From an optimization exercise on the open Yosys and OpenROAD flow, aimed at small area; shortcuts taken in it are not production practice.
The RTL was checked by simulation tests, not by an equivalence proof against the original design.
Power figures rest on the tool's default switching activity, not on a simulated workload.

## run.sh

```bash
#!/bin/bash
# synth_recipe.tcl (not shown) runs the flow's synth.tcl, then flattens the netlist and writes it again
# the make line also repeats each setting of config.mk as NAME=value (left out here)
make -C /OpenROAD-flow-scripts/flow DESIGN_CONFIG=/design/flow/config.mk WORK_HOME=/design/flow/orfs CLKGATE_MAP_FILE= SYNTH_SCRIPT=/design/flow/synth_recipe.tcl finish
```

## config.mk

```make
export PLATFORM = sky130hd
export DESIGN_NAME = pci_lite_top
export DESIGN_NICKNAME = pci_lite_top
export VERILOG_FILES = /design/flow/design.v
export SDC_FILE = /design/flow/constraint.sdc
export NUM_CORES = 4
export LEC_CHECK = 0
export CAP_MARGIN = 20
export CORE_MARGIN = 2
export CORE_UTILIZATION = 40
export PLACE_DENSITY = 0.6
export SLEW_MARGIN = 20
```

## constraint.sdc

```tcl
create_clock -name core_clock -period 5.0 [get_ports {clk}]
set_input_delay 1.0000 -clock core_clock [delete_from_list [all_inputs] [get_ports {clk}]]
set_output_delay 1.0000 -clock core_clock [all_outputs]
set_load 0.01 [all_outputs]
```

## design.v

```verilog
package pci_lite_pkg;
    localparam int n_req       = 5;     
    localparam int count_width = 3;     
    localparam int mem_words   = 10;
    localparam int idx_width   = 4;     
    localparam int target_base = 10;    
    localparam int devsel_timeout = 4;
    typedef enum logic [2:0] {
        st_idle    = 3'b000,
        st_request = 3'b001,
        st_address = 3'b011,
        st_data    = 3'b010,
        st_finish  = 3'b100
    } bus_state_t;
endpackage
`timescale 1ns/1ns
module bus_arbiter (
    input  logic                           clk,
    input  logic                           arst_n,
    input  logic [pci_lite_pkg::n_req-1:0] req,
    output logic [pci_lite_pkg::n_req-1:0] gnt,
    input  logic                           bus_idle
);
    logic [pci_lite_pkg::n_req-1:0] next_gnt;
    always_comb
    begin
        next_gnt = '0;
        for (int i = 0; i < pci_lite_pkg::n_req; i++)
        begin
            if (req[i])
            begin
                next_gnt    = '0;
                next_gnt[i] = 1'b1;
            end
        end
    end
    always_ff @(posedge clk or negedge arst_n)
    begin
        if (!arst_n)
            gnt <= '0;
        else if (bus_idle)
            gnt <= next_gnt;
    end
endmodule
`timescale 1ns/1ns
module bus_initiator (
    input  logic                                 clk,
    input  logic                                 arst_n,
    input  logic                                 start,
    input  logic                                 write,
    input  logic [31:0]                          addr,
    input  logic [pci_lite_pkg::count_width-1:0] count,
    output logic                                 busy,
    output logic                                 done,
    output logic                                 abort,
    output logic                                 local_req,
    input  logic                                 local_gnt,
    output logic                                 take,        
    output logic                                 in_window,   
    output logic                                 data_phase,
    output logic                                 claim_q,     
    output logic                                 write_q
);
    pci_lite_pkg::bus_state_t             state;
    logic [pci_lite_pkg::count_width-1:0] cnt;    
    assign in_window  = (addr[31:5] == '0) &&
                        (addr[4:0] >= 5'(pci_lite_pkg::target_base)) &&
                        (addr[4:0] <  5'(pci_lite_pkg::target_base + pci_lite_pkg::mem_words));
    assign take       = start && ((state == pci_lite_pkg::st_idle) || (state == pci_lite_pkg::st_finish));
    assign data_phase = (state == pci_lite_pkg::st_data);
    always_ff @(posedge clk or negedge arst_n)
    begin
        if (!arst_n)
            state <= pci_lite_pkg::st_idle;
        else
            case (state)
                pci_lite_pkg::st_idle, pci_lite_pkg::st_finish:
                    state <= start ? pci_lite_pkg::st_request : pci_lite_pkg::st_idle;
                pci_lite_pkg::st_request:
                    if (local_gnt)
                        state <= pci_lite_pkg::st_address;
                pci_lite_pkg::st_address:
                    state <= pci_lite_pkg::st_data;
                pci_lite_pkg::st_data:
                    if (cnt == '0)
                        state <= pci_lite_pkg::st_finish;
                default:
                    state <= pci_lite_pkg::st_idle;
            endcase
    end
    always_ff @(posedge clk)
    begin
        if (take)
        begin
            write_q <= write;
            claim_q <= in_window;
            cnt     <= in_window ? count : pci_lite_pkg::count_width'(pci_lite_pkg::devsel_timeout - 1);
        end
        else if (data_phase)
            cnt <= cnt - 1'b1;
    end
    assign busy      = (state == pci_lite_pkg::st_request) || (state == pci_lite_pkg::st_address) ||
                       (state == pci_lite_pkg::st_data);
    assign done      = (state == pci_lite_pkg::st_finish);
    assign abort     = done && !claim_q;
    assign local_req = (state == pci_lite_pkg::st_request);
endmodule
`timescale 1ns/1ns
module target_memory (
    input  logic                                 clk,
    input  logic                                 arst_n,
    input  logic                                 take,
    input  logic [pci_lite_pkg::idx_width-1:0]   addr_lo,    
    input  logic                                 data_phase,
    input  logic                                 claim_q,
    input  logic                                 write_q,
    input  logic [31:0]                          wdata,
    output logic                                 word_taken,
    output logic [31:0]                          rdata,
    output logic                                 rdata_valid
);
    localparam int n = pci_lite_pkg::mem_words;
    logic [31:0]                        mem [n];
    logic [n-1:0]                       written;    
    logic [pci_lite_pkg::idx_width-1:0] idx;        
    logic [n-1:0]                       sel;
    logic                               step;
    assign word_taken = data_phase && claim_q && write_q;
    assign step       = data_phase && (write_q || rdata_valid);
    always_ff @(posedge clk or negedge arst_n)
    begin
        if (!arst_n)
            rdata_valid <= 1'b0;
        else
            rdata_valid <= data_phase && claim_q && !write_q;
    end
    always_ff @(posedge clk)
    begin
        if (take)
            idx <= addr_lo - pci_lite_pkg::idx_width'(pci_lite_pkg::target_base);
        else if (step)
            idx <= (idx == pci_lite_pkg::idx_width'(n - 1)) ? '0 : idx + 1'b1;
    end
    always_comb
        for (int i = 0; i < n; i++)
            sel[i] = (idx == pci_lite_pkg::idx_width'(i));
    always_ff @(posedge clk or negedge arst_n)
    begin
        if (!arst_n)
            written <= '0;
        else
            for (int i = 0; i < n; i++)
                if (word_taken && sel[i])
                    written[i] <= 1'b1;
    end
    always_ff @(posedge clk)
        for (int i = 0; i < n; i++)
            if (word_taken && sel[i])
                mem[i] <= wdata;
    always_comb
    begin
        rdata = '0;
        for (int i = 0; i < n; i++)
            rdata = rdata | (mem[i] & {32{sel[i] && written[i]}});
    end
endmodule
`timescale 1ns/1ns
module pci_lite_top (
    input  logic                                 clk,
    input  logic                                 arst_n,
    input  logic                                 start,
    input  logic                                 write,
    input  logic [31:0]                          addr,
    input  logic [2:0]                           count,
    input  logic [31:0]                          wdata,
    output logic                                 word_taken,
    output logic [31:0]                          rdata,
    output logic                                 rdata_valid,
    output logic                                 busy,
    output logic                                 done,
    output logic                                 abort,
    input  logic [3:0]                           ext_req,
    output logic [3:0]                           ext_gnt
);
    logic                           local_req;
    logic [pci_lite_pkg::n_req-1:0] arb_gnt;
    logic                           take;
    logic                           in_window;
    logic                           data_phase;
    logic                           claim_q;
    logic                           write_q;
    logic                           bus_idle;
    assign ext_gnt  = arb_gnt[pci_lite_pkg::n_req-1:1];
    assign bus_idle = !busy || local_req;
    bus_arbiter u_arbiter (
        .clk      (clk),
        .arst_n   (arst_n),
        .req      ({ext_req, local_req}),
        .gnt      (arb_gnt),
        .bus_idle (bus_idle)
    );
    bus_initiator u_initiator (
        .clk        (clk),
        .arst_n     (arst_n),
        .start      (start),
        .write      (write),
        .addr       (addr),
        .count      (count),
        .busy       (busy),
        .done       (done),
        .abort      (abort),
        .local_req  (local_req),
        .local_gnt  (arb_gnt[0]),
        .take       (take),
        .in_window  (in_window),
        .data_phase (data_phase),
        .claim_q    (claim_q),
        .write_q    (write_q)
    );
    target_memory u_target (
        .clk         (clk),
        .arst_n      (arst_n),
        .take        (take),
        .addr_lo     (addr[3:0]),
        .data_phase  (data_phase),
        .claim_q     (claim_q),
        .write_q     (write_q),
        .wdata       (wdata),
        .word_taken  (word_taken),
        .rdata       (rdata),
        .rdata_valid (rdata_valid)
    );
endmodule
```

==> flow_metrics.py, run 1 <==
metrics = {
    "cells_and_area": {
        "final_cell_mix": "edfxtp_1 (329), clkdlybuf4s50_1 (114), a22oi_1 (90)",
        "final_common_cell": "edfxtp_1",
        "fin_nets": 1008,
        "n_antenna_cell": 0,
        "fin_cells": 1402,
        "area_growth_pct": 21.50,
        "drive_above_1_share": 0.1279,
    },
    "outcome": {
        "outcome": "complete, no violations",
    },
    "power_and_ir_drop": {
        "ir_drop_v": 0.0002835,
        "powerDensity_nw_per_um2": 412.1,
        "power.total_w": 0.006715,
        "leakage_nw": 5.631,
    },
    "synthesis": {
        "synth_nets": 866,
        "syn-instance-count": 787,
        "synth_seq_area_share": 0.7721,
        "ys.flop_type": "edfxtp_1",
        "syn_area_per_cell_sq_um": 17.04,
        "synth_edf_count": 329,
        "synth_fa_ha_area_frac": 0.003732,
        "synth_seq_cells": 348,
        "ys_types": 53,
        "synthMuxAreaShare": 0.0007463,
        "async_flop_share": 0.05460,
        "synth_top_family_by_area": "simple AND/OR/NAND/NOR gates",
        "synth_warnings": 4,
        "syn_area_sq_um": 13410,
        "synth_compound_area_frac": 0.1001,
        "yosys.area_share.simple": 0.1026,
        "synthXorXnorAreaFrac": 0.0006530,
    },
    "sta": {
        "setup_viol": 0,
        "drv_slew": 0,
        "period_needed_ps": 4582,
        "hold_viol": 0,
        "finalClockSkew_ps": 13.96,
        "max_slew_margin": 0.2814,
        "rsz0062_at_grt": "false",
        "tightest_slew_ps": 1078,
        "fin_crit_sh": 0.9164,
        "holdWs_ps": 446.4,
        "clock.fmax_mhz": 218.3,
        "fin_tns_setup_ps": 0,
    },
    "run": {
        "max_cap_viol_count": 0,
    },
    "setup_path": {
        "rrSetupSlack_ps": 1710,
        "cp-end-kind": "output pin",
        "critical_path_class": "reg -> out",
        "critical_path_required_ps": 4000,
        "cpMaxStageDelayCell": "nor4b_2",
        "arrival_ps": 3580,
        "cp_top_family": "simple AND/OR/NAND/NOR gates",
        "start_kind": "flip-flop",
        "slowest_delay_ps": 840,
        "worst-path-buf-inv": 2,
        "crit_chain": "nor4b_2, and2_1, buf_4, a22oi_1, nand3_1, clkdlybuf4s50_1",
        "crit_fanout": 19,
    },
    "routing": {
        "drtAntennaViolNets": 0,
        "drc_errors": 0,
        "drt_iter0_drc": 804,
        "wirelength_um": 34990,
        "wire_per_inst_um": 24.95,
        "first_pass_iters": 5,
        "dr_total_vias": 7940,
        "vias_per_cell": 5.663,
    },
    "floorplan": {
        "fp.dieArea_sq_um": 35010,
        "std_cell_rows": 67,
        "die_h_um": 187.1,
        "core_area_sq_um": 33280,
        "die_x_um": 187.1,
        "start_util": 0.4030,
        "io_pins": 116,
    },
    "grt": {
        "antenna_found_initial": 0,
        "grt_usage": 0.1994,
        "grt_pass1_wl_um": 52150,
        "grt_overflow": 0,
        "grt_pass1_vias": 8030,
        "grt_start_max_net_pins": 34,
    },
    "clocking": {
        "cts.path.max_buffers": 3,
        "clkTransAtPathRegs_ps": 60,
        "cts-htree-levels": 2,
        "clkLatencyLatePin_ps": 520,
        "cts_inserted_buffers": 37,
        "post_cts_buffers": 0,
        "clock-sinks": 348,
        "clockRootBuffer": "clkbuf_16",
        "cts_tree": "built",
        "postCtsHoldBufs": 0,
        "ctsResizeCount": 0,
    },
    "place": {
        "port-buffer-count": 115,
        "place_congestion": 0.7595,
        "dpl.hpwl_um": 20410,
        "dp.cells": 1338,
    },
    "min_path": {
        "hp-class": "in -> async",
    },
}
[worst register-to-register path, stage by stage, from the launching register on]
cell	delay, ps
dfrtp_1	490
nand2b_1	240
nor3_2	440
nand2_1	480
nor2_4	950
buf_4	390
[flip-flops by register name, indices dropped and copies added, names as in the netlist]
name                  count
u_initiator.state         3
u_target.rdata_valid      1
u_initiator.cnt           3
u_initiator.claim_q       1
u_arbiter.gnt             5
u_target.written         10
u_initiator.write_q       1
u_target.idx              4
u_target.mem            320
[through the flow]
stage | area (sq um) | worst slack (ps) | utilization
after detailed placement | 15220 | 958.8 | 0.4573
after CTS | 16300 | 376.6 | 0.4898
after global placement | 15220 | 917.0 | 0.4573
after floorplan | 13410 | 1845 | -
final | 16300 | 418.1 | 0.4896
after global routing | 16300 | 255.3 | 0.4896
[area by class of cell]
cell class / instances / area (sq um)
sequential: 348 / 10350
tap: 448 / 560.5
fill: 2828 / 16990
clock inverter: 13 / 61.31
inverter: 9 / 33.78
clock buffer: 51 / 1021
timing repair buffer: 148 / 1406
multi-input combinational: 385 / 2858
[cells in the mapped netlist, types with 4 or more instances]
library cell  count  area (sq um)
a2111oi_0        10         87.58
a2111oi_2        22         330.3
a21oi_1           4         20.02
a22oi_1          90         675.7
and2_1           10         62.56
and3_1           89         556.8
and4_1            6         52.55
buf_2            17         85.08
buf_4             6         45.04
clkbuf_1         19         71.32
dfrtp_1          19         475.5
edfxtp_1        329          9879
ha_1              4         50.05
inv_1             9         33.78
nand2_1          18         67.56
nand2b_1          5         31.28
nand3_1           5         25.02
nand3b_1          4         30.03
nand4_1          29         181.4
nor2_1           24         90.09
nor2b_1           5         31.28
nor3_1            4         20.02
nor4_1            7         43.79
o21ai_0           6         30.03
o21bai_1          8         60.06
[where the power goes]
part	total (W)	internal (W)	switching, W
registers	0.00344	0.00330	0.000147
clock network	0.00249	0.00142	0.00107
logic	0.000777	0.000337	0.000441
[final timing paths]
check / start / to / cells after the start
setup / recovery: u_target.idx[0] / rdata[31] / 6
hold / removal: arst_n / u_initiator.state[0] / 1
setup reg to reg: u_initiator.state[1] / u_target.mem[3][24] / 5
hold reg to reg: u_arbiter.gnt[3] / u_arbiter.gnt[3] / 2
max in group asynchronous: arst_n / u_target.written[8] / 1
min in group core_clock: u_arbiter.gnt[3] / u_arbiter.gnt[3] / 2
[cells by family after synthesis]
family / Yosys count
flip-flops: 348
AND/OR/NAND/NOR: 223
AO/OA/AOI/OAI: 156
buffers and inverters: 54
adder cells (fa/ha/maj): 4
XOR/XNOR: 1
multiplexers: 1
[routing by layer]
| layer | up-vias | share of wire | track usage | wire length [um] |
|---|---|---|---|---|
| met1 | 4060 | 0.44 | 0.2756 | 15370 |
| met3 | 61 | 0.068 | 0.03959 | 2386 |
| met4 | 0 | 0.022 | 0.05525 | 786 |
| met5 | - | 0 | 0 | 0 |
| met2 | 301 | 0.47 | 0.3231 | 16440 |
| li1 | 3518 | - | - | - |
==> run 2, diff against run 1 <==
--- a/config.mk
+++ b/config.mk
@@ -6,7 +6,8 @@
 export NUM_CORES = 4
 export LEC_CHECK = 0
-export CAP_MARGIN = 20
+export CAP_MARGIN = 0
 export CORE_MARGIN = 2
 export CORE_UTILIZATION = 40
+export CTS_BUF_LIST = sky130_fd_sc_hd__clkbuf_4
 export PLACE_DENSITY = 0.6
-export SLEW_MARGIN = 20
+export SLEW_MARGIN = 0
==> run 2 against run 1 <==
  * First-iteration DRC count is 4.9% lower
  * Synthesized cell count stayed put
  * Clock skew is 48 ps higher
  * Setup slack worse by 190 ps
==> flow_metrics.py, run 2 <==
metrics = {
    "cells_and_area": {
        "reg_top3": "u_target.mem (320), u_target.written (10), u_arbiter.gnt (5)",
        "fin_cells": 1494,
        "regMostFlops": "u_target.mem",
        "fin_nets": 1062,
        "largest_reg_flops": 320,
        "final_cell_mix": "edfxtp_1 (329), clkbuf_4 (143), clkdlybuf4s50_1 (115)",
        "area_growth_pct": 22.51,
        "drive_above_1_share": 0.2182,
        "final_common_cell": "edfxtp_1",
    },
    "sta": {
        "finalClockSkew_ps": 61.64,
        "holdWs_ps": 457.5,
        "rsz0062_at_grt": "false",
        "setup_slack_ps": 232.0,
        "max_slew_margin": 0.2888,
        "setup_viol": 0,
        "period_needed_ps": 4768,
        "tightest_slew_ps": 1067,
        "fin_tns_setup_ps": 0,
        "drv_slew": 0,
        "hold_viol": 0,
        "fin_crit_sh": 0.9536,
        "clock.fmax_mhz": 209.7,
    },
    "grt": {
        "antenna_found_initial": 1,
        "grt_overflow": 0,
        "grt_usage": 0.2045,
        "grt_pass1_wl_um": 53340,
        "grt_start_max_net_pins": 34,
        "grt_pass1_vias": 8536,
    },
    "routing": {
        "wirelength_um": 35640,
        "drc_errors": 0,
        "drt_iter0_drc": 765,
        "first_pass_iters": 5,
        "vias_per_cell": 5.552,
        "wire_per_inst_um": 23.85,
        "drtAntennaViolNets": 0,
        "dr_total_vias": 8294,
    },
    "synthesis": {
        "ys.flop_type": "edfxtp_1",
        "syn_area_per_cell_sq_um": 17.04,
        "synth_seq_area_share": 0.7721,
        "synth_nets": 866,
        "synth_seq_cells": 348,
        "syn-instance-count": 787,
        "syn_area_sq_um": 13410,
        "synth_edf_count": 329,
        "async_flop_share": 0.05460,
        "synth_warnings": 4,
        "synthTopCellsByArea": "edfxtp_1 (74%), a22oi_1 (5.0%), and3_1 (4.2%)",
        "synth_top_cell_by_area": "edfxtp_1",
        "synthTopCellsByCount": "edfxtp_1 (329), a22oi_1 (90), and3_1 (89)",
        "yosys.cell_count.top_type": "edfxtp_1",
        "synth_top_area_share": 0.7366,
        "ys_types": 53,
    },
    "clocking": {
        "post_cts_buffers": 0,
        "cts-htree-levels": 3,
        "postCtsHoldBufs": 0,
        "clkLatencyLatePin_ps": 750,
        "clockRootBuffer": "clkbuf_4",
        "cts_tree": "built",
        "ctsResizeCount": 0,
        "cts_inserted_buffers": 91,
        "cts.path.max_buffers": 3,
        "clock-sinks": 348,
        "clkTransAtPathRegs_ps": 80,
    },
    "setup_path": {
        "r2r_cells": 5,
        "start_kind": "flip-flop",
        "critical_path_required_ps": 4000,
        "critical_path_class": "reg -> out",
        "cp-end-kind": "output pin",
        "rrSetupSlack_ps": 1720,
        "arrival_ps": 3770,
        "crit_fanout": 19,
        "reg2reg_from": "u_initiator.state[1]",
        "r2r_end": "u_target.mem[3][4]",
    },
    "min_path": {
        "min_path_cells": 1,
        "hold_path_end": "u_target.rdata_valid",
        "hold_path.startpoint": "u_initiator.write_q",
        "hp-class": "reg -> reg",
    },
    "place": {
        "place_congestion": 0.7595,
        "port-buffer-count": 115,
        "dpl.hpwl_um": 20410,
        "place_ws_ps": 958.8,
        "dp.cells": 1338,
    },
    "power_and_ir_drop": {
        "leakage_nw": 5.830,
        "powerDensity_nw_per_um2": 413.4,
        "ir_drop_v": 0.0002231,
        "power.total_w": 0.006793,
    },
    "floorplan": {
        "io_pins": 116,
        "core_area_sq_um": 33280,
        "die_h_um": 187.1,
        "die_x_um": 187.1,
        "fp.dieArea_sq_um": 35010,
        "start_util": 0.4030,
        "std_cell_rows": 67,
    },
    "run": {
        "max_cap_viol_count": 0,
    },
    "outcome": {
        "outcome": "complete, no violations",
    },
}
run 2: metal layers:
layer  track usage  wire [um]  share of wire
met5             0          0              0
met1        0.2734      15080           0.42
met2        0.3277      16910           0.47
met4       0.07082        861          0.024
met3       0.05047       2788          0.078
run 2: cell families after synthesis:
group	count (synthesis)	share of synthesized area
muxes	1	0.0007464
and+or+nand+nor	223	0.1026
xor gates and xnor gates	1	0.0006532
AOI/OAI and AO/OA	156	0.1001
DFF	348	0.7721
adders and majority gates	4	0.003732
buffers and inverters	54	0.02006
run 2: worst max-delay path, cell delays in order (launching register included):
cell	delay, ps
edfxtp_1	760
nor4b_2	830
and2_1	250
buf_4	360
a22oi_1	160
nand3_1	160
clkdlybuf4s50_1	550
run 2: area by class of cell:
| type | count | area, sq um |
|---|---|---|
| fillers | 2884 | 16850 |
| flip-flops and latches | 348 | 10350 |
| multi-input cells | 385 | 2858 |
| repair buffers | 148 | 1411 |
| clock buffers | 143 | 1074 |
| well taps | 448 | 560.5 |
| clock inverters | 12 | 136.4 |
| inverters | 9 | 33.78 |
| diodes | 1 | 2.502 |
run 2: worst max path at each step:
stage / cells after the start / slack (ps) / end / start
final: 6 / 230 / rdata[31] / u_target.idx[0]
after global routing: 6 / 30 / rdata[31] / u_target.idx[0]
after CTS: 6 / 160 / rdata[18] / u_target.idx[0]
after detailed placement: 6 / 960 / rdata[18] / u_target.idx[0]
after global placement: 6 / 920 / rdata[18] / u_target.idx[0]
after floorplan: 6 / 1840 / u_target.mem[0][0] / u_initiator.state[1]
run 2: where the power goes:
part	total (W)	switching, W	internal, W
combinational	0.000777	0.000440	0.000337
clock	0.00258	0.00113	0.00144
sequential	0.00344	0.000145	0.00329
run 2: through the flow:
step | area, sq um | utilization
5_1_grt | 16430 | 0.4937
3_5_place_dp | 15220 | 0.4573
3_3_place_gp | 15220 | 0.4573
6_report | 16430 | 0.4937
4_1_cts | 16430 | 0.4936
2_1_floorplan | 13410 | -
==> run 3, diff against run 2 <==
--- a/config.mk
+++ b/config.mk
@@ -9,5 +9,5 @@
 export CORE_MARGIN = 2
 export CORE_UTILIZATION = 40
-export CTS_BUF_LIST = sky130_fd_sc_hd__clkbuf_4
+export CTS_BUF_LIST = sky130_fd_sc_hd__clkbuf_8
 export PLACE_DENSITY = 0.6
 export SLEW_MARGIN = 0
==> run 3 against run 2 <==
  * Setup slack improved by 100 ps
  * Register-to-register slack about the same
  * Clock skew is 37 ps lower
  * Cell area decreased by 0.75%
  * Sequential share of layout area increased by 0.48 points
  * Synthesized area unchanged
  * Global-route usage shrank 0.35 points
  * Utilization decreased by 0.37 points
==> flow_metrics.py, run 3 <==
metrics = {
    "sta": {
        "period_needed_ps": 4665,
        "rsz0062_at_grt": "false",
        "finalClockSkew_ps": 25.01,
        "clock.fmax_mhz": 214.4,
        "fin_crit_sh": 0.9329,
        "max_slew_margin": 0.2797,
        "hold_viol": 0,
        "drv_slew": 0,
        "fin_tns_setup_ps": 0,
        "setup_viol": 0,
        "tightest_slew_ps": 1081,
    },
    "setup_path": {
        "critical_path_class": "reg -> out",
        "critical_path_required_ps": 4000,
        "cpMaxStageDelayCell": "nor4b_2",
        "crit_fanout": 19,
        "cp_top_family": "simple AND/OR/NAND/NOR gates",
        "cp-end-kind": "output pin",
        "start_kind": "flip-flop",
        "worst-path-buf-inv": 2,
        "crit_chain": "nor4b_2, and2_1, buf_4, a22oi_1, nand3_1, clkdlybuf4s50_1",
        "arrival_ps": 3660,
        "slowest_delay_ps": 840,
    },
    "routing": {
        "dr_total_vias": 8136,
        "wirelength_um": 35360,
        "wire_per_inst_um": 24.54,
        "drtAntennaViolNets": 0,
        "drt_iter0_drc": 757,
        "drc_errors": 0,
        "first_pass_iters": 5,
        "vias_per_cell": 5.646,
    },
    "clocking": {
        "clockRootBuffer": "clkbuf_8",
        "clkTransAtPathRegs_ps": 70,
        "ctsResizeCount": 0,
        "cts-htree-levels": 2,
        "postCtsHoldBufs": 0,
        "cts_inserted_buffers": 56,
        "clock-sinks": 348,
        "post_cts_buffers": 0,
        "cts_tree": "built",
        "clkLatencyLatePin_ps": 600,
        "cts.path.max_buffers": 3,
    },
    "power_and_ir_drop": {
        "power.total_w": 0.006572,
        "powerDensity_nw_per_um2": 403.0,
        "p_comb_frac": 0.118,
        "power.share.sequential": 0.524,
        "ir_drop_v": 0.0002187,
        "p_sw_w": 0.001691,
        "clkPwrFrac": 0.358,
        "leakage_nw": 5.742,
        "switching_share": 0.2573,
        "p_int_w": 0.004881,
    },
    "synthesis": {
        "yosys.cell_count.top_type": "edfxtp_1",
        "syn-instance-count": 787,
        "synthTopCellsByArea": "edfxtp_1 (74%), a22oi_1 (5.0%), and3_1 (4.2%)",
        "synth_top_area_share": 0.7366,
        "ys.flop_type": "edfxtp_1",
        "syn_area_per_cell_sq_um": 17.04,
        "async_flop_share": 0.05460,
        "syn_area_sq_um": 13410,
        "synth_seq_cells": 348,
        "synth_edf_count": 329,
        "synth_nets": 866,
        "synth_warnings": 4,
        "synthTopCellsByCount": "edfxtp_1 (329), a22oi_1 (90), and3_1 (89)",
        "synth_seq_area_share": 0.7721,
        "ys_types": 53,
        "synth_top_cell_by_area": "edfxtp_1",
    },
    "grt": {
        "grt_usage": 0.2010,
        "grt_overflow": 0,
        "grt_start_max_net_pins": 34,
        "grt_pass1_vias": 8244,
        "antenna_found_initial": 0,
        "grt_pass1_wl_um": 52720,
    },
    "cells_and_area": {
        "fin_cells": 1441,
        "reg_top3": "u_target.mem (320), u_target.written (10), u_arbiter.gnt (5)",
        "regMostFlops": "u_target.mem",
        "drive_above_1_share": 0.1531,
        "final_core_util": 0.4900,
        "n_antenna_cell": 0,
        "area_growth_pct": 21.59,
        "largest_reg_flops": 320,
        "final_cell_mix": "edfxtp_1 (329), clkdlybuf4s50_1 (115), a22oi_1 (90)",
        "fin_nets": 1027,
        "nFillCells": 2833,
        "final_common_cell": "edfxtp_1",
    },
    "floorplan": {
        "io_pins": 116,
        "die_h_um": 187.1,
        "fp.dieArea_sq_um": 35010,
        "core_area_sq_um": 33280,
        "std_cell_rows": 67,
        "start_util": 0.4030,
        "die_x_um": 187.1,
    },
    "place": {
        "place_congestion": 0.7595,
        "port-buffer-count": 115,
        "dp.cells": 1338,
        "dpl.hpwl_um": 20410,
    },
    "outcome": {
        "outcome": "complete, no violations",
    },
    "run": {
        "max_cap_viol_count": 0,
    },
    "min_path": {
        "hp-class": "reg -> reg",
    },
}
## run 3: final timing paths
| check | endpoint | from | cells past startpoint | slack (ps) |
|---|---|---|---|---|
| max | rdata[31] | u_target.idx[0] | 6 | 340 |
| min | u_arbiter.gnt[3] | u_arbiter.gnt[3] | 2 | 460 |
| max reg2reg | u_target.mem[3][30] | u_initiator.state[1] | 5 | 1720 |
| max in group asynchronous | u_target.written[1] | arst_n | 1 | 3430 |
| min in group asynchronous | u_target.written[0] | arst_n | 1 | 960 |
| min reg2reg | u_arbiter.gnt[3] | u_arbiter.gnt[3] | 2 | 460 |
## run 3: area by class of cell
class / count / area [sq um] / share of cell area
Multi-Input combinational cell: 385 / 2858 / 0.1752
Clock buffer: 66 / 908.4 / 0.05570
Inverter: 9 / 33.78 / 0.002072
Sequential cell: 348 / 10350 / 0.6350
Clock inverter: 37 / 180.2 / 0.01105
Timing Repair Buffer: 148 / 1411 / 0.08655
Tap cell: 448 / 560.5 / 0.03437
## run 3: worst min-delay path, delay by kind of cell, from the launching register on
| family | cells | cell delay [ps] |
|---|---|---|
| simple gates | 2 | 100 |
| flops | 1 | 340 |
## run 3: logic make-up (layout without fill, tap and decap cells)
family	after synthesis	in the layout	synth area share
fa+ha+maj	4	4	0.003732
xor+xnor	1	1	0.0006532
simple gates	223	223	0.1026
mux	1	1	0.0007464
flops	348	348	0.7721
buf+inv	54	260	0.02006
compound gates	156	156	0.1001
## run 3: power groups by stage
stage                     sequential (W)  clock (W)  combinational (W)
after global routing             0.00345    0.00253           0.000843
after floorplan                  0.00341          0           0.000438
after detailed placement         0.00350          0           0.000779
after CTS                        0.00344    0.00239           0.000783
final                            0.00344    0.00235           0.000778
after global placement           0.00350          0           0.000776
## run 3: through the flow
| step | worst slack [ps] | hold slack, ps | instance area [sq um] |
|---|---|---|---|
| 5_1_grt | 180.0 | 494.5 | 16310 |
| 3_5_place_dp | 958.8 | 452.6 | 15220 |
| 6_report | 335.3 | 461.4 | 16310 |
| 4_1_cts | 303.5 | 468.2 | 16310 |
| 3_3_place_gp | 917.0 | 450.0 | 15220 |
| 2_1_floorplan | 1845 | 434.4 | 13410 |
## run 3: layer usage
metal | GRT usage | wire (um)
met1 | 0.2752 | 15390
met4 | 0.06654 | 970
met3 | 0.04071 | 2443
met2 | 0.3230 | 16560
met5 | 0 | 0
==> run 4, diff against run 3 <==
--- a/design.v
+++ b/design.v
@@ -107,4 +107,31 @@
 endmodule
 `timescale 1ns/1ns
+module mem_bit_next (
+    input  logic we,
+    input  logic nwe,
+    input  logic w,
+    input  logic q,
+    output logic d
+);
+    assign d = (we | q) & (nwe | w);
+endmodule
+module mem_aoi222 (
+    input  logic a1, a2, b1, b2, c1, c2,
+    output logic y
+);
+    assign y = !((a1 & a2) | (b1 & b2) | (c1 & c2));
+endmodule
+module mem_nand2 (
+    input  logic a, b,
+    output logic y
+);
+    assign y = !(a & b);
+endmodule
+module mem_nand4 (
+    input  logic a, b, c, d,
+    output logic y
+);
+    assign y = !(a & b & c & d);
+endmodule
 module target_memory (
     input  logic                                 clk,
@@ -122,7 +149,11 @@
     localparam int n = pci_lite_pkg::mem_words;
     logic [31:0]                        mem [n];
+    logic [31:0]                        mem_d [n];
     logic [n-1:0]                       written;    
     logic [pci_lite_pkg::idx_width-1:0] idx;        
     logic [n-1:0]                       sel;
+    logic [n-1:0]                       we;
+    logic [n-1:0]                       nwe;
+    logic [n-1:0]                       rsel;
     logic                               step;
     assign word_taken = data_phase && claim_q && write_q;
@@ -144,5 +175,10 @@
     always_comb
         for (int i = 0; i < n; i++)
-            sel[i] = (idx == pci_lite_pkg::idx_width'(i));
+        begin
+            sel[i]  = (idx == pci_lite_pkg::idx_width'(i));
+            we[i]   = word_taken && sel[i];
+            nwe[i]  = !we[i];
+            rsel[i] = sel[i] && written[i];
+        end
     always_ff @(posedge clk or negedge arst_n)
     begin
@@ -151,16 +187,31 @@
         else
             for (int i = 0; i < n; i++)
-                if (word_taken && sel[i])
+                if (we[i])
                     written[i] <= 1'b1;
+    end
+    for (genvar i = 0; i < n; i++)
+    begin : g_word
+        for (genvar b = 0; b < 32; b++)
+        begin : g_bit
+            mem_bit_next u_next (
+                .we  (we[i]),
+                .nwe (nwe[i]),
+                .w   (wdata[b]),
+                .q   (mem[i][b]),
+                .d   (mem_d[i][b])
+            );
+        end
     end
     always_ff @(posedge clk)
         for (int i = 0; i < n; i++)
-            if (word_taken && sel[i])
-                mem[i] <= wdata;
-    always_comb
-    begin
-        rdata = '0;
-        for (int i = 0; i < n; i++)
-            rdata = rdata | (mem[i] & {32{sel[i] && written[i]}});
+            mem[i] <= mem_d[i];
+    for (genvar b = 0; b < 32; b++)
+    begin : g_rd
+        logic y0, y1, y2, y3;
+        mem_aoi222 u_a0 (.a1(rsel[0]), .a2(mem[0][b]), .b1(rsel[1]), .b2(mem[1][b]), .c1(rsel[2]), .c2(mem[2][b]), .y(y0));
+        mem_aoi222 u_a1 (.a1(rsel[3]), .a2(mem[3][b]), .b1(rsel[4]), .b2(mem[4][b]), .c1(rsel[5]), .c2(mem[5][b]), .y(y1));
+        mem_aoi222 u_a2 (.a1(rsel[6]), .a2(mem[6][b]), .b1(rsel[7]), .b2(mem[7][b]), .c1(rsel[8]), .c2(mem[8][b]), .y(y2));
+        mem_nand2  u_n9 (.a(rsel[9]), .b(mem[9][b]), .y(y3));
+        mem_nand4  u_or (.a(y0), .b(y1), .c(y2), .d(y3), .y(rdata[b]));
     end
 endmodule
--- a/config.mk
+++ b/config.mk
@@ -6,8 +6,11 @@
 export NUM_CORES = 4
 export LEC_CHECK = 0
-export CAP_MARGIN = 0
+export CAP_MARGIN = 20
 export CORE_MARGIN = 2
 export CORE_UTILIZATION = 40
-export CTS_BUF_LIST = sky130_fd_sc_hd__clkbuf_8
+export CTS_BUF_LIST = sky130_fd_sc_hd__clkbuf_16
+export CTS_CLUSTER_DIAMETER = 80
+export CTS_CLUSTER_SIZE = 22
 export PLACE_DENSITY = 0.6
-export SLEW_MARGIN = 0
+export SLEW_MARGIN = 20
+export SYNTH_HIERARCHICAL = 1
==> run 4 against run 3 <==
  * Wire length about the same
  * Setup slack improved by 250 ps
  * Combinational power rose to 2.8 times the previous value
  * Clock-buffer cell count shrank 47
  * Hold slack got worse by 20 ps
  * Via count rose by 18%
  * Critical path type unchanged
  * Critical endpoint is now rdata[0]
  * Largest cell class unchanged
==> flow_metrics.py, run 4 <==
metrics = {
    "synthesis": {
        "syn_area_sq_um": 12000,
        "synth_top_cell_by_area": "dfxtp_1",
        "ys.flop_type": "dfxtp_1",
        "syn-instance-count": 958,
        "synthTopCellsByArea": "dfxtp_1 (53%), o22a_1 (23%), a222oi_1 (8.0%)",
        "synth_edf_count": 9,
        "syn_area_per_cell_sq_um": 12.53,
        "synthTopCellsByCount": "dfxtp_1 (320), o22a_1 (320), a222oi_1 (96)",
        "synth_nets": 1036,
        "synth_seq_cells": 348,
        "synth_warnings": 12,
        "synth_top_area_share": 0.5338,
        "ys_types": 43,
        "async_flop_share": 0.05460,
        "synth_seq_area_share": 0.5960,
    },
    "clocking": {
        "cts_inserted_buffers": 19,
        "postCtsHoldBufs": 0,
        "clkTransAtPathRegs_ps": 90,
        "clock-sinks": 348,
        "clockRootBuffer": "clkbuf_16",
        "cts_tree": "built",
        "clkLatencyLatePin_ps": 530,
        "cts-htree-levels": 1,
        "post_cts_buffers": 0,
        "ctsResizeCount": 0,
        "cts.path.max_buffers": 3,
    },
    "power_and_ir_drop": {
        "switching_share": 0.2731,
        "p_sw_w": 0.002327,
        "powerDensity_nw_per_um2": 590.2,
        "leakage_nw": 5.390,
        "ir_drop_v": 0.0002898,
        "p_comb_frac": 0.252,
        "p_int_w": 0.006195,
        "power.share.sequential": 0.565,
        "clkPwrFrac": 0.183,
    },
    "floorplan": {
        "die_x_um": 177.2,
        "core_area_sq_um": 29560,
        "std_cell_rows": 63,
        "die_h_um": 177.2,
        "fp.dieArea_sq_um": 31400,
        "start_util": 0.4060,
        "io_pins": 116,
    },
    "setup_path": {
        "arrival_ps": 3420,
        "critical_path_required_ps": 4000,
        "start_kind": "flip-flop",
        "critical_path_class": "reg -> out",
        "crit_fanout": 16,
        "r2r_cells": 6,
        "cp-end-kind": "output pin",
    },
    "cells_and_area": {
        "area_growth_pct": 20.33,
        "n_antenna_cell": 0,
        "final_cell_mix": "o22a_1 (320), dfxtp_1 (320), clkdlybuf4s50_1 (115)",
        "fin_nets": 1204,
        "largest_reg_flops": 320,
        "reg_top3": "u_target.mem (320), u_target.written (10), u_arbiter.gnt (5)",
        "regMostFlops": "u_target.mem",
        "drive_above_1_share": 0.06283,
    },
    "routing": {
        "dr_total_vias": 9638,
        "drt_iter0_drc": 1026,
        "first_pass_iters": 7,
        "drtAntennaViolNets": 0,
        "vias_per_cell": 6.341,
        "wire_per_inst_um": 23.27,
        "wirelength_um": 35370,
        "drc_errors": 0,
    },
    "place": {
        "dpl.hpwl_um": 21590,
        "place_congestion": 0.7593,
        "port-buffer-count": 115,
        "place_ws_ps": 1206,
    },
    "sta": {
        "setup_viol": 0,
        "setup_slack_ps": 581.7,
        "drv_slew": 0,
        "tightest_slew_ps": 1099,
        "clock.fmax_mhz": 226.3,
        "hold_viol": 0,
        "period_needed_ps": 4418,
        "fin_tns_setup_ps": 0,
        "rsz0062_at_grt": "false",
        "finalClockSkew_ps": 18.98,
        "max_slew_margin": 0.2664,
        "fin_crit_sh": 0.8837,
    },
    "run": {
        "max_cap_viol_count": 0,
    },
    "min_path": {
        "min_path_cells": 1,
        "hp-class": "reg -> reg",
    },
    "grt": {
        "grt_pass1_wl_um": 54920,
        "grt_overflow": 0,
        "grt_usage": 0.2228,
        "grt_start_max_net_pins": 35,
        "antenna_found_initial": 0,
        "grt_pass1_vias": 9449,
    },
    "outcome": {
        "outcome": "complete, no violations",
    },
}
-- run 4: power by group through the flow --
stage          clock network [W]  registers [W]  logic (W)
2_1_floorplan                  0        0.00467    0.00161
6_report                 0.00156        0.00481    0.00215
5_1_grt                  0.00170        0.00495    0.00235
3_5_place_dp                   0        0.00486    0.00215
3_3_place_gp                   0        0.00484    0.00209
4_1_cts                  0.00160        0.00479    0.00216
-- run 4: final cells by class --
type	instances	area, sq um
clock inverter	6	27.53
timing repair buffer	150	1414
clock buffer	19	475.5
multi-input combinational	582	4790
inverter	25	93.84
sequential	348	7152
fill	2744	15120
tap	390	488.0
-- run 4: modules after synthesis (local to each module, per instance) --
module | cells | flip-flops and latches | cell area [sq um] | copies in the design
mem_nand4 | 1 | 0 | 6.256 | 32
target_memory | 410 | 335 | 7217 | 1
mem_bit_next | 1 | 0 | 8.758 | 320
pci_lite_top | 1 | 0 | 6.256 | 1
bus_arbiter | 20 | 5 | 222.7 | 1
mem_aoi222 | 1 | 0 | 10.01 | 96
bus_initiator | 47 | 8 | 470.5 | 1
mem_nand2 | 1 | 0 | 3.754 | 32
-- run 4: stage by stage --
stage | power (W) | cells | util | hold WS (ps) | instance area, sq um
after floorplan | 0.006272 | 958 | - | 410.6 | 12000
after global placement | 0.006933 | 1495 | 0.4715 | 425.0 | 13940
after detailed placement | 0.007009 | 1495 | 0.4715 | 434.3 | 13940
after CTS | 0.008554 | 1520 | 0.4885 | 444.3 | 14440
after global routing | 0.008995 | 1520 | 0.4885 | 471.1 | 14440
final | 0.008522 | 1520 | 0.4885 | 441.5 | 14440
-- run 4: worst paths after layout --
kind	endpoint	start	slack [ps]
worst max register to register	u_target.mem[5][6]	u_initiator.state[2]	1440
worst min-delay path	u_target.rdata_valid	u_initiator.write_q	440
min in group asynchronous	u_target.written[5]	arst_n	1000
worst min register to register	u_target.rdata_valid	u_initiator.write_q	440
max in group asynchronous	u_target.written[8]	arst_n	3430
worst max-delay path	rdata[0]	u_target.idx[2]	580
-- run 4: cells by family after synthesis --
logic type / after synthesis / share of synthesized area
AOI/OAI and AO/OA: 435 / 0.3245
DFF: 348 / 0.5960
and+or+nand+nor: 140 / 0.06391
buffers and inverters: 28 / 0.009279
adders and majority gates: 3 / 0.003128
xor gates and xnor gates: 2 / 0.001460
muxes: 2 / 0.001772
-- run 4: critical path: stages (launching register included) --
cell	delay, ps
edfxtp_1	470
nor2_1	470
and3_1	830
buf_4	340
a222oi_1	110
nand4_1	130
clkdlybuf4s50_1	540
-- run 4: per-layer routing --
layer	track usage	vias to the layer above	wire, um
met2	0.3804	297	16930
met5	0	-	0
li1	-	4394	-
met4	0.05441	0	604
met3	0.02878	48	2035
met1	0.2987	4899	15800
==> run 5, diff against run 4 <==
--- a/config.mk
+++ b/config.mk
@@ -10,6 +10,6 @@
 export CORE_UTILIZATION = 40
 export CTS_BUF_LIST = sky130_fd_sc_hd__clkbuf_16
-export CTS_CLUSTER_DIAMETER = 80
-export CTS_CLUSTER_SIZE = 22
+export CTS_CLUSTER_DIAMETER = 100
+export CTS_CLUSTER_SIZE = 30
 export PLACE_DENSITY = 0.6
 export SLEW_MARGIN = 20
==> run 5 against run 4 <==
  * Critical endpoint is now rdata[13]
  * Clock skew down 10 ps
  * Non-clock buffer count unchanged
  * Synthesized area unchanged
  * Highest routed layer unchanged
  * First-iteration DRC count down 0.68%
  * Still clean on timing, DRC and antenna
==> flow_metrics.py, run 5 <==
metrics = {
    "outcome": {
        "outcome": "complete, no violations",
    },
    "setup_path": {
        "reg2reg_from": "u_initiator.state[2]",
        "start_kind": "flip-flop",
        "critical_path_required_ps": 4000,
        "crit_fanout": 16,
        "startpoint": "u_target.idx[2]",
        "cp-end-kind": "output pin",
        "arrival_ps": 3460,
        "critical_path_class": "reg -> out",
    },
    "routing": {
        "highest_layer": "met4",
        "wl_met1_um": 15800,
        "wirelength_um": 35240,
        "drtAntennaViolNets": 0,
        "first_pass_iters": 7,
        "vias_per_cell": 6.379,
        "drc_errors": 0,
        "wire_per_inst_um": 23.26,
        "dr_total_vias": 9664,
        "wl_met2_um": 17060,
        "drt_iter0_drc": 1019,
        "met3RoutedLength_um": 1797,
    },
    "sta": {
        "fin_tns_setup_ps": 0,
        "setup_viol": 0,
        "max_slew_margin": 0.2501,
        "hold_viol": 0,
        "tightest_slew_ps": 1124,
        "finalClockSkew_ps": 8.973,
        "period_needed_ps": 4462,
        "rsz0062_at_grt": "false",
        "fin_crit_sh": 0.8924,
        "setup_slack_ps": 538.2,
        "drv_slew": 0,
        "clock.fmax_mhz": 224.1,
    },
    "cells_and_area": {
        "largest_reg_flops": 320,
        "area_growth_pct": 19.50,
        "n_antenna_cell": 0,
        "final_cell_mix": "o22a_1 (320), dfxtp_1 (320), clkdlybuf4s50_1 (115)",
        "reg_top3": "u_target.mem (320), u_target.written (10), u_arbiter.gnt (5)",
        "regMostFlops": "u_target.mem",
        "fin_nets": 1200,
        "drive_above_1_share": 0.06044,
    },
    "synthesis": {
        "synth_top_area_share": 0.5338,
        "syn-instance-count": 958,
        "ys_types": 43,
        "syn_area_per_cell_sq_um": 12.53,
        "synth_warnings": 12,
        "synth_seq_area_share": 0.5960,
        "synthTopCellsByCount": "dfxtp_1 (320), o22a_1 (320), a222oi_1 (96)",
        "async_flop_share": 0.05460,
        "synth_edf_count": 9,
        "synthTopCellsByArea": "dfxtp_1 (53%), o22a_1 (23%), a222oi_1 (8.0%)",
        "synth_seq_cells": 348,
        "syn_area_sq_um": 12000,
        "ys.flop_type": "dfxtp_1",
        "synth_nets": 1036,
        "synth_top_cell_by_area": "dfxtp_1",
    },
    "power_and_ir_drop": {
        "ir_drop_v": 0.0003306,
        "p_comb_frac": 0.257,
        "power.share.sequential": 0.575,
        "leakage_nw": 5.333,
        "switching_share": 0.2758,
        "clkPwrFrac": 0.168,
        "powerDensity_nw_per_um2": 583.1,
        "p_sw_w": 0.002307,
        "p_int_w": 0.006055,
    },
    "place": {
        "place_congestion": 0.7593,
        "place_ws_ps": 1206,
        "port-buffer-count": 115,
        "dpl.hpwl_um": 21590,
    },
    "floorplan": {
        "start_util": 0.4060,
        "die_x_um": 177.2,
        "std_cell_rows": 63,
        "io_pins": 116,
        "die_h_um": 177.2,
        "fp.dieArea_sq_um": 31400,
        "core_area_sq_um": 29560,
    },
    "grt": {
        "grt_start_max_net_pins": 35,
        "grt_usage": 0.2211,
        "grt_pass1_vias": 9388,
        "grt_pass1_wl_um": 54700,
        "grt_overflow": 0,
        "antenna_found_initial": 0,
    },
    "clocking": {
        "cts.path.max_buffers": 3,
        "clkTransAtPathRegs_ps": 110,
        "cts_tree": "built",
        "post_cts_buffers": 0,
        "cts-htree-levels": 1,
        "clkLatencyLatePin_ps": 500,
        "postCtsHoldBufs": 0,
        "clock-sinks": 348,
        "clockRootBuffer": "clkbuf_16",
        "cts_inserted_buffers": 15,
        "ctsResizeCount": 0,
    },
    "min_path": {
        "hp-class": "reg -> reg",
        "hold_path.startpoint": "u_initiator.write_q",
    },
    "run": {
        "max_cap_viol_count": 0,
    },
}
[run 5: cell types whose count changed in the layout (fill, tap and decap cells not counted)]
cell,before,now
clkbuf_16,19,15
clkinv_1,1,0
clkinv_4,0,1
clkinvlp_4,0,1
inv_1,29,28
inv_6,1,0
[run 5: worst paths after layout]
| check | endpoint | slack, ps | cells past startpoint |
|---|---|---|---|
| max in group asynchronous | u_target.written[5] | 3450 | 1 |
| hold reg to reg | u_target.rdata_valid | 450 | 1 |
| hold / removal | u_target.rdata_valid | 450 | 1 |
| min in group asynchronous | u_arbiter.gnt[1] | 990 | 1 |
| setup / recovery | rdata[13] | 540 | 6 |
| setup reg to reg | u_target.mem[5][6] | 1400 | 6 |
[run 5: layout make-up]
type | instances | area, sq um
clock buffers | 15 | 375.4
clock inverters | 5 | 27.53
fillers | 2759 | 15220
inverters | 25 | 93.84
multi-input cells | 582 | 4790
flip-flops and latches | 348 | 7152
well taps | 390 | 488.0
repair buffers | 150 | 1414
[run 5: cells by family after synthesis]
logic type,after synthesis,synth area share
AND/OR/NAND/NOR,140,0.06391
adder cells (fa/ha/maj),3,0.003128
buffers and inverters,28,0.009279
multiplexers,2,0.001772
XOR/XNOR,2,0.001460
AO/OA/AOI/OAI,435,0.3245
flip-flops,348,0.5960
[run 5: Yosys stat by module (local to each module, per instance)]
module / cells inside / flip-flops and latches
target_memory: 410 / 335
bus_initiator: 47 / 8
bus_arbiter: 20 / 5
mem_aoi222: 1 / 0
mem_bit_next: 1 / 0
mem_nand4: 1 / 0
pci_lite_top: 1 / 0
mem_nand2: 1 / 0
[run 5: stage by stage]
step / instance area [sq um] / util / total power [W] / cells / hold slack (ps)
after CTS: 14340 / 0.4851 / 0.008389 / 1515 / 447.7
after detailed placement: 13940 / 0.4715 / 0.007009 / 1495 / 434.3
after global placement: 13940 / 0.4715 / 0.006933 / 1495 / 425.0
after global routing: 14340 / 0.4851 / 0.008820 / 1515 / 474.1
after floorplan: 12000 / - / 0.006272 / 958 / 410.6
final: 14340 / 0.4851 / 0.008362 / 1515 / 446.8
[run 5: power by group through the flow]
stage / registers [W] / logic, W / clock network (W)
2_1_floorplan: 0.00467 / 0.00161 / 0
3_3_place_gp: 0.00484 / 0.00209 / 0
3_5_place_dp: 0.00486 / 0.00215 / 0
4_1_cts: 0.00479 / 0.00216 / 0.00144
5_1_grt: 0.00494 / 0.00234 / 0.00153
6_report: 0.00481 / 0.00215 / 0.00141
[run 5: layer usage]
metal | vias to the layer above | global-route usage
li1 | 4401 | -
met1 | 4955 | 0.2975
met2 | 264 | 0.3816
met3 | 44 | 0.02835
met4 | 0 | 0.04236
met5 | - | 0
[run 5: critical path: stages (launching register included)]
cell	delay, ps
edfxtp_1	480
nor2_1	480
and3_1	860
buf_4	340
a222oi_1	110
nand4_1	140
clkdlybuf4s50_1	540
==> run 6, diff against run 5 <==
==> flow/run.sh (new file) <==
#!/bin/bash
# Standard layout, with the port buffers made as the smallest buffer cell.
set -euo pipefail
export BUFFER_PORTS_ARGS="-buffer_cell sky130_fd_sc_hd__buf_1"
bash standard.sh > standard_flow.log 2>&1
==> standard.sh (new file) <==
#!/bin/bash
# synth_recipe.tcl (not shown) runs the flow's synth.tcl, then flattens the netlist and writes it again
# the make line also repeats each setting of config.mk as NAME=value (left out here)
make -C /OpenROAD-flow-scripts/flow DESIGN_CONFIG=/design/flow/config.mk WORK_HOME=/design/flow/orfs CLKGATE_MAP_FILE= SYNTH_SCRIPT=/design/flow/synth_recipe.tcl "${@:-finish}"
removed: run.sh
==> run 6 against run 5 <==
  * Hold slack worse by 22 ps
  * Utilization is 2.7 points lower
  * Clock skew increased by 7.0 ps
  * Die area unchanged
  * Global-route usage about the same
  * Cell area is 5.5% lower
  * Clock-buffer cell count did not move
  * Synthesized area is the same
  * Critical path type unchanged
  * Highest routed layer unchanged
==> flow_metrics.py, run 6 <==
metrics = {
    "routing": {
        "first_pass_iters": 6,
        "drtAntennaViolNets": 0,
        "dr_total_vias": 9526,
        "vias_per_cell": 6.342,
        "wire_per_inst_um": 23.63,
        "wirelength_um": 35490,
        "drc_errors": 0,
        "drt_iter0_drc": 1186,
    },
    "floorplan": {
        "die_h_um": 177.2,
        "core_area_sq_um": 29560,
        "start_util": 0.4060,
        "fp.dieArea_sq_um": 31400,
        "die_x_um": 177.2,
        "io_pins": 116,
        "std_cell_rows": 63,
    },
    "clocking": {
        "cts_inserted_buffers": 15,
        "clkLatencyLatePin_ps": 500,
        "clock-sinks": 348,
        "clockRootBuffer": "clkbuf_16",
        "ctsResizeCount": 0,
        "cts_tree": "built",
        "cts.path.max_buffers": 3,
        "post_cts_buffers": 0,
        "clkTransAtPathRegs_ps": 110,
        "cts-htree-levels": 1,
        "postCtsHoldBufs": 0,
    },
    "sta": {
        "tightest_slew_ps": 992.1,
        "setup_slack_ps": 898.9,
        "drv_slew": 0,
        "clock.fmax_mhz": 243.8,
        "rsz0062_at_grt": "false",
        "finalClockSkew_ps": 15.94,
        "period_needed_ps": 4101,
        "setup_viol": 0,
        "hold_viol": 0,
        "max_slew_margin": 0.3370,
        "fin_tns_setup_ps": 0,
        "fin_crit_sh": 0.8202,
    },
    "synthesis": {
        "synth_edf_count": 9,
        "ys.flop_type": "dfxtp_1",
        "synth_compound_area_frac": 0.3245,
        "synth_warnings": 12,
        "synthXorXnorAreaFrac": 0.001460,
        "synthTopCellsByCount": "dfxtp_1 (320), o22a_1 (320), a222oi_1 (96)",
        "syn_area_per_cell_sq_um": 12.53,
        "synth_seq_area_share": 0.5960,
        "synth_top_cell_by_area": "dfxtp_1",
        "synthMuxAreaShare": 0.001772,
        "synth_top_area_share": 0.5338,
        "synth_nets": 1036,
        "async_flop_share": 0.05460,
        "synth_top_family_by_area": "compound AO/OA/AOI/OAI gates",
        "synth_fa_ha_area_frac": 0.003128,
        "syn_area_sq_um": 12000,
        "synth_seq_cells": 348,
        "yosys.area_share.simple": 0.06391,
        "ys_types": 43,
        "syn-instance-count": 958,
        "synthTopCellsByArea": "dfxtp_1 (53%), o22a_1 (23%), a222oi_1 (8.0%)",
    },
    "power_and_ir_drop": {
        "powerDensity_nw_per_um2": 607.9,
        "ir_drop_v": 0.0002968,
        "leakage_nw": 4.976,
    },
    "setup_path": {
        "crit_fanout": 32,
        "critical_path_required_ps": 4000,
        "start_kind": "flip-flop",
        "arrival_ps": 3100,
        "cpMaxStageDelayCell": "nor2_4",
        "rrSetupSlack_ps": 1920,
        "critical_path_class": "reg -> out",
        "slowest_delay_ps": 780,
        "cp-end-kind": "output pin",
        "crit_chain": "nor2_1, nand2_1, nor2_4, a222oi_1, nand4_1, buf_1",
    },
    "grt": {
        "grt_overflow": 0,
        "grt_start_max_net_pins": 35,
        "grt_pass1_vias": 9208,
        "antenna_found_initial": 0,
        "grt_usage": 0.2212,
        "grt_pass1_wl_um": 54350,
    },
    "cells_and_area": {
        "final_cell_mix": "o22a_1 (320), dfxtp_1 (320), buf_1 (114)",
        "regMostFlops": "u_target.mem",
        "nFillCells": 2793,
        "fin_nets": 1187,
        "drive_above_1_share": 0.05845,
        "largest_reg_flops": 320,
        "area_growth_pct": 12.96,
        "reg_top3": "u_target.mem (320), u_target.written (10), u_arbiter.gnt (5)",
        "n_antenna_cell": 0,
    },
    "run": {
        "max_cap_viol_count": 0,
    },
    "place": {
        "port-buffer-count": 115,
        "place_ws_ps": 1440,
        "place_congestion": 0.7372,
        "dpl.hpwl_um": 20350,
    },
    "min_path": {
        "hp-class": "in -> async",
    },
    "outcome": {
        "outcome": "complete, no violations",
    },
}
## run 6: area by class of cell
| class | instances | area, sq um | area share |
|---|---|---|---|
| Sequential cell | 348 | 7152 | 0.5276 |
| Multi-Input combinational cell | 582 | 4798 | 0.3540 |
| Inverter | 25 | 93.84 | 0.006923 |
| Tap cell | 390 | 488.0 | 0.03600 |
| Timing Repair Buffer | 137 | 598.1 | 0.04412 |
| Clock inverter | 5 | 50.05 | 0.003692 |
| Clock buffer | 15 | 375.4 | 0.02769 |
## run 6: metrics by stage
step / utilization / hold WS [ps] / area [sq um] / std cells / power, W
after floorplan: - / 410.6 / 12000 / 958 / 0.006272
after global placement: 0.4441 / 438.7 / 13130 / 1482 / 0.006754
after detailed placement: 0.4442 / 433.0 / 13130 / 1482 / 0.006851
after CTS: 0.4586 / 419.0 / 13560 / 1502 / 0.008278
after global routing: 0.4586 / 451.1 / 13560 / 1502 / 0.008714
final: 0.4586 / 424.9 / 13560 / 1502 / 0.008241
## run 6: layer usage
layer	vias up	part of all wire	track usage
met5	-	0	0
met4	0	0.012	0.03822
met3	34	0.057	0.02212
met2	277	0.48	0.3781
met1	4846	0.45	0.3065
li1	4369	-	-
## run 6: kinds of logic after synthesis
kind of cell / after synthesis
muxes: 2
buffers and inverters: 28
DFF: 348
adders and majority gates: 3
xor gates and xnor gates: 2
AOI/OAI and AO/OA: 435
and+or+nand+nor: 140
## run 6: per-module statistics from Yosys (local to each module, per instance)
module,flip-flops and latches,cells,copies in the design,cell area [sq um]
bus_initiator,8,47,1,470.5
pci_lite_top,0,1,1,6.256
mem_bit_next,0,1,320,8.758
mem_aoi222,0,1,96,10.01
bus_arbiter,5,20,1,222.7
target_memory,335,410,1,7217
mem_nand4,0,1,32,6.256
mem_nand2,0,1,32,3.754
## run 6: where the power goes
part / switching, W / leakage, nW / internal, W
clock network: 0.000838 / 0.218 / 0.000606
registers: 0.000665 / 2.99 / 0.00412
logic: 0.000777 / 1.77 / 0.00123
total: 0.00228 / 4.98 / 0.00596
## run 6: worst paths after layout
| path | startpoint | end | cells past startpoint |
|---|---|---|---|
| max in group asynchronous | arst_n | u_target.written[1] | 1 |
| min reg2reg | u_initiator.write_q | u_target.rdata_valid | 1 |
| min in group core_clock | u_initiator.write_q | u_target.rdata_valid | 1 |
| max reg2reg | u_initiator.state[2] | u_target.mem[0][20] | 7 |
| max | u_target.idx[2] | rdata[12] | 6 |
| min | arst_n | u_arbiter.gnt[1] | 1 |
## run 6: worst max-delay path, delay by kind of cell, from the launching register on
kind | cells | cell delay (ps)
buffers and inverters | 1 | 170
flip-flops | 1 | 480
AND/OR/NAND/NOR | 4 | 1660
AO/OA/AOI/OAI | 1 | 290
==> run 7, diff against run 6 <==
==> flow/run.sh (replaced) <==
#!/bin/bash
# Standard layout, with the port buffers made as the smallest buffer cell
# and a clock tree without dummy loads.
set -euo pipefail
export BUFFER_PORTS_ARGS="-buffer_cell sky130_fd_sc_hd__buf_1"
export CTS_ARGS="-sink_clustering_enable -repair_clock_nets -buf_list sky130_fd_sc_hd__clkbuf_16 -sink_clustering_size 30 -sink_clustering_max_diameter 100 -dont_use_dummy_load -root_buf sky130_fd_sc_hd__clkbuf_4"
bash standard.sh > standard_flow.log 2>&1
--- a/config.mk
+++ b/config.mk
@@ -8,9 +8,9 @@
 export CAP_MARGIN = 20
 export CORE_MARGIN = 2
-export CORE_UTILIZATION = 40
+export CORE_UTILIZATION = 60
 export CTS_BUF_LIST = sky130_fd_sc_hd__clkbuf_16
 export CTS_CLUSTER_DIAMETER = 100
 export CTS_CLUSTER_SIZE = 30
-export PLACE_DENSITY = 0.6
+export PLACE_DENSITY = 0.75
 export SLEW_MARGIN = 20
 export SYNTH_HIERARCHICAL = 1
==> run 7 against run 6 <==
  * Still clean on timing, DRC and antenna
  * Sequential cell count unchanged
  * Final cell count shrank 7.9%
  * Cell area shrank 1.4%
  * Sequential power hardly changed
  * Synthesized cell count stayed put
  * First-iteration DRC count rose by 0.84%
  * Die area shrank 33%
  * Largest cell class unchanged
  * Largest power group unchanged
==> flow_metrics.py, run 7 <==
metrics = {
    "grt": {
        "grt_usage": 0.3096,
        "grt_pass1_vias": 9495,
        "grt_start_max_net_pins": 35,
        "antenna_found_initial": 1,
        "grt_overflow": 0,
        "grt_pass1_wl_um": 53060,
    },
    "routing": {
        "highest_layer": "met4",
        "wire_per_inst_um": 24.47,
        "wl_met1_um": 14360,
        "first_pass_iters": 6,
        "vias_per_cell": 7.155,
        "wirelength_um": 33840,
        "drtAntennaViolNets": 0,
        "met3RoutedLength_um": 2860,
        "wl_met2_um": 15970,
        "drt_iter0_drc": 1196,
        "dr_total_vias": 9895,
        "drc_errors": 0,
    },
    "run": {
        "max_cap_viol_count": 0,
    },
    "sta": {
        "setup_slack_ps": 580.1,
        "holdWs_ps": 275.2,
        "finalClockSkew_ps": 35.40,
        "fin_tns_setup_ps": 0,
        "setup_viol": 0,
        "clock.fmax_mhz": 226.2,
        "hold_viol": 0,
        "drv_slew": 0,
        "period_needed_ps": 4420,
        "tightest_slew_ps": 1013,
        "fin_crit_sh": 0.8840,
        "max_slew_margin": 0.3238,
        "rsz0062_at_grt": "false",
    },
    "clocking": {
        "clock-sinks": 348,
        "cts-htree-levels": 1,
        "cts.path.max_buffers": 3,
        "postCtsHoldBufs": 0,
        "clkLatencyLatePin_ps": 660,
        "cts_inserted_buffers": 15,
        "post_cts_buffers": 0,
        "clockRootBuffer": "clkbuf_4",
        "ctsResizeCount": 0,
        "clkTransAtPathRegs_ps": 120,
        "cts_tree": "built",
    },
    "floorplan": {
        "core_area_sq_um": 19530,
        "fp.dieArea_sq_um": 21150,
        "die_x_um": 145.4,
        "std_cell_rows": 51,
        "io_pins": 116,
        "die_h_um": 145.4,
        "start_util": 0.6146,
    },
    "synthesis": {
        "async_flop_share": 0.05460,
        "synth_warnings": 12,
        "syn_area_per_cell_sq_um": 12.53,
        "synthTopCellsByCount": "dfxtp_1 (320), o22a_1 (320), a222oi_1 (96)",
        "synth_edf_count": 9,
        "syn_area_sq_um": 12000,
        "ys.flop_type": "dfxtp_1",
        "ys_types": 43,
        "synth_top_cell_by_area": "dfxtp_1",
        "synth_seq_area_share": 0.5960,
        "synthTopCellsByArea": "dfxtp_1 (53%), o22a_1 (23%), a222oi_1 (8.0%)",
        "synth_seq_cells": 348,
        "synth_top_area_share": 0.5338,
        "synth_nets": 1036,
        "syn-instance-count": 958,
    },
    "cells_and_area": {
        "fin_nets": 1197,
        "final_cell_mix": "o22a_1 (320), dfxtp_1 (320), buf_1 (114)",
        "drive_above_1_share": 0.05730,
        "final_area_sq_um": 13360,
        "largest_reg_flops": 320,
        "reg_top3": "u_target.mem (320), u_target.written (10), u_arbiter.gnt (5)",
        "area_growth_pct": 11.33,
        "regMostFlops": "u_target.mem",
        "final_core_util": 0.6842,
    },
    "power_and_ir_drop": {
        "power.share.sequential": 0.594,
        "ir_drop_v": 0.0003778,
        "p_sw_w": 0.002254,
        "switching_share": 0.2791,
        "powerDensity_nw_per_um2": 604.3,
        "p_int_w": 0.005820,
        "clkPwrFrac": 0.155,
        "leakage_nw": 4.981,
        "p_comb_frac": 0.251,
    },
    "setup_path": {
        "cp-end-kind": "output pin",
        "start_kind": "flip-flop",
        "arrival_ps": 3420,
        "crit_fanout": 17,
        "critical_path_class": "reg -> out",
        "critical_path_required_ps": 4000,
    },
    "place": {
        "dpl.hpwl_um": 19570,
        "place_ws_ps": 1324,
        "place_congestion": 0.7745,
        "place_area_sq_um": 13030,
        "port-buffer-count": 115,
    },
    "min_path": {
        "hp-class": "in -> async",
    },
    "outcome": {
        "outcome": "complete, no violations",
    },
}
[run 7: cell types whose count changed in the layout (fill, tap and decap cells not counted), sizes merged]
cell and change:
buf +9, inv -3, bufinv -1, clkbuf +1
clkinv -1, diode +1
[run 7: path summary, 6_finish.rpt]
kind	start	end	slack (ps)	depth (start not counted)
worst max register to register	u_initiator.state[2]	u_target.mem[7][2]	1710	7
worst min-delay path	arst_n	u_arbiter.gnt[1]	280	1
worst max-delay path	u_target.idx[2]	rdata[20]	580	7
worst min register to register	u_initiator.write_q	u_target.rdata_valid	440	1
max in group asynchronous	arst_n	u_initiator.state[0]	4390	1
min in group core_clock	u_initiator.write_q	u_target.rdata_valid	440	1
[run 7: layer usage]
| layer | vias up | global-route usage |
|---|---|---|
| met5 | - | 0 |
| met2 | 482 | 0.5180 |
| met3 | 54 | 0.03668 |
| met1 | 4973 | 0.4267 |
| li1 | 4386 | - |
| met4 | 0 | 0.08971 |
[run 7: cell type report]
cell class,instances,area [sq um]
inverters,25,93.84
well taps,265,331.6
repair buffers,147,673.1
diodes,1,2.502
multi-input cells,582,4785
flip-flops and latches,348,7152
clock buffers,15,322.8
fillers,1562,6166
[run 7: through the flow]
| stage | instances | power, W |
|---|---|---|
| after floorplan | 958 | 0.006272 |
| after global placement | 1367 | 0.006733 |
| after detailed placement | 1367 | 0.006857 |
| after CTS | 1382 | 0.008071 |
| after global routing | 1383 | 0.008505 |
| final | 1383 | 0.008074 |
[run 7: worst max-delay path, stage by stage (launching register included)]
cell and delay (ps):
edfxtp_1 480, nor2_1 490, nand2_1 150, nor2_2 770, buf_4 400, a222oi_1 150, nand4_1 130, buf_1 160
[run 7: per-module statistics from Yosys, one instance, submodules excluded]
module | times used | flip-flops and latches | area, sq um
mem_aoi222 | 96 | 0 | 10.01
mem_nand2 | 32 | 0 | 3.754
bus_initiator | 1 | 8 | 470.5
bus_arbiter | 1 | 5 | 222.7
mem_nand4 | 32 | 0 | 6.256
pci_lite_top | 1 | 0 | 6.256
mem_bit_next | 320 | 0 | 8.758
target_memory | 1 | 335 | 7217
[run 7: power by group through the flow]
stage,clock [W],sequential (W),combinational (W)
3_5_place_dp,0,0.00484,0.00202
6_report,0.00125,0.00480,0.00203
5_1_grt,0.00137,0.00493,0.00221
3_3_place_gp,0,0.00480,0.00193
2_1_floorplan,0,0.00467,0.00161
4_1_cts,0.00127,0.00477,0.00202
[run 7: cell families after synthesis]
group,Yosys count,synth area share
mux,2,0.001772
buf+inv,28,0.009279
xor+xnor,2,0.001460
fa+ha+maj,3,0.003128
flops,348,0.5960
compound gates,435,0.3245
simple gates,140,0.06391

==> re-timing with driven ports <==
The flow's constraints put no driver on any port. The routed layouts listed below were extracted and timed again, unchanged, in two steps. Step 1 assumes that a clkbuf_16 drives the clock port and a buf_2 every other input. Step 2 moves the port delays by t, midway between the first and last clock arrival at a register: inputs arrive t later, outputs are due t later. That takes back most of the time a late clock gives input paths. a / b / c = ideal ports / drivers / drivers and shift; a / b = the first two.
run | shift t [ns] | slack for setup (ns) | worst register clock-pin slew, ns | worst slew at a driven data input, ns
run 1 | 0.561 | 0.418 / 0.370 / 0.931 | 0.06 / 0.06 | 0.07
run 2 | 0.755 | 0.232 / 0.192 / 0.947 | 0.08 / 0.08 | 0.07
run 3 | 0.631 | 0.335 / 0.290 / 0.920 | 0.07 / 0.07 | 0.07
run 4 | 0.565 | 0.582 / 0.531 / 1.096 | 0.09 / 0.09 | 0.04
run 5 | 0.548 | 0.538 / 0.492 / 1.040 | 0.11 / 0.11 | 0.04
run 6 | 0.544 | 0.899 / 0.850 / 1.394 | 0.11 / 0.11 | 0.04
run 7 | 0.692 | 0.580 / 0.536 / 1.227 | 0.12 / 0.12 | 0.06
After both steps setup and hold are still met in every run listed.
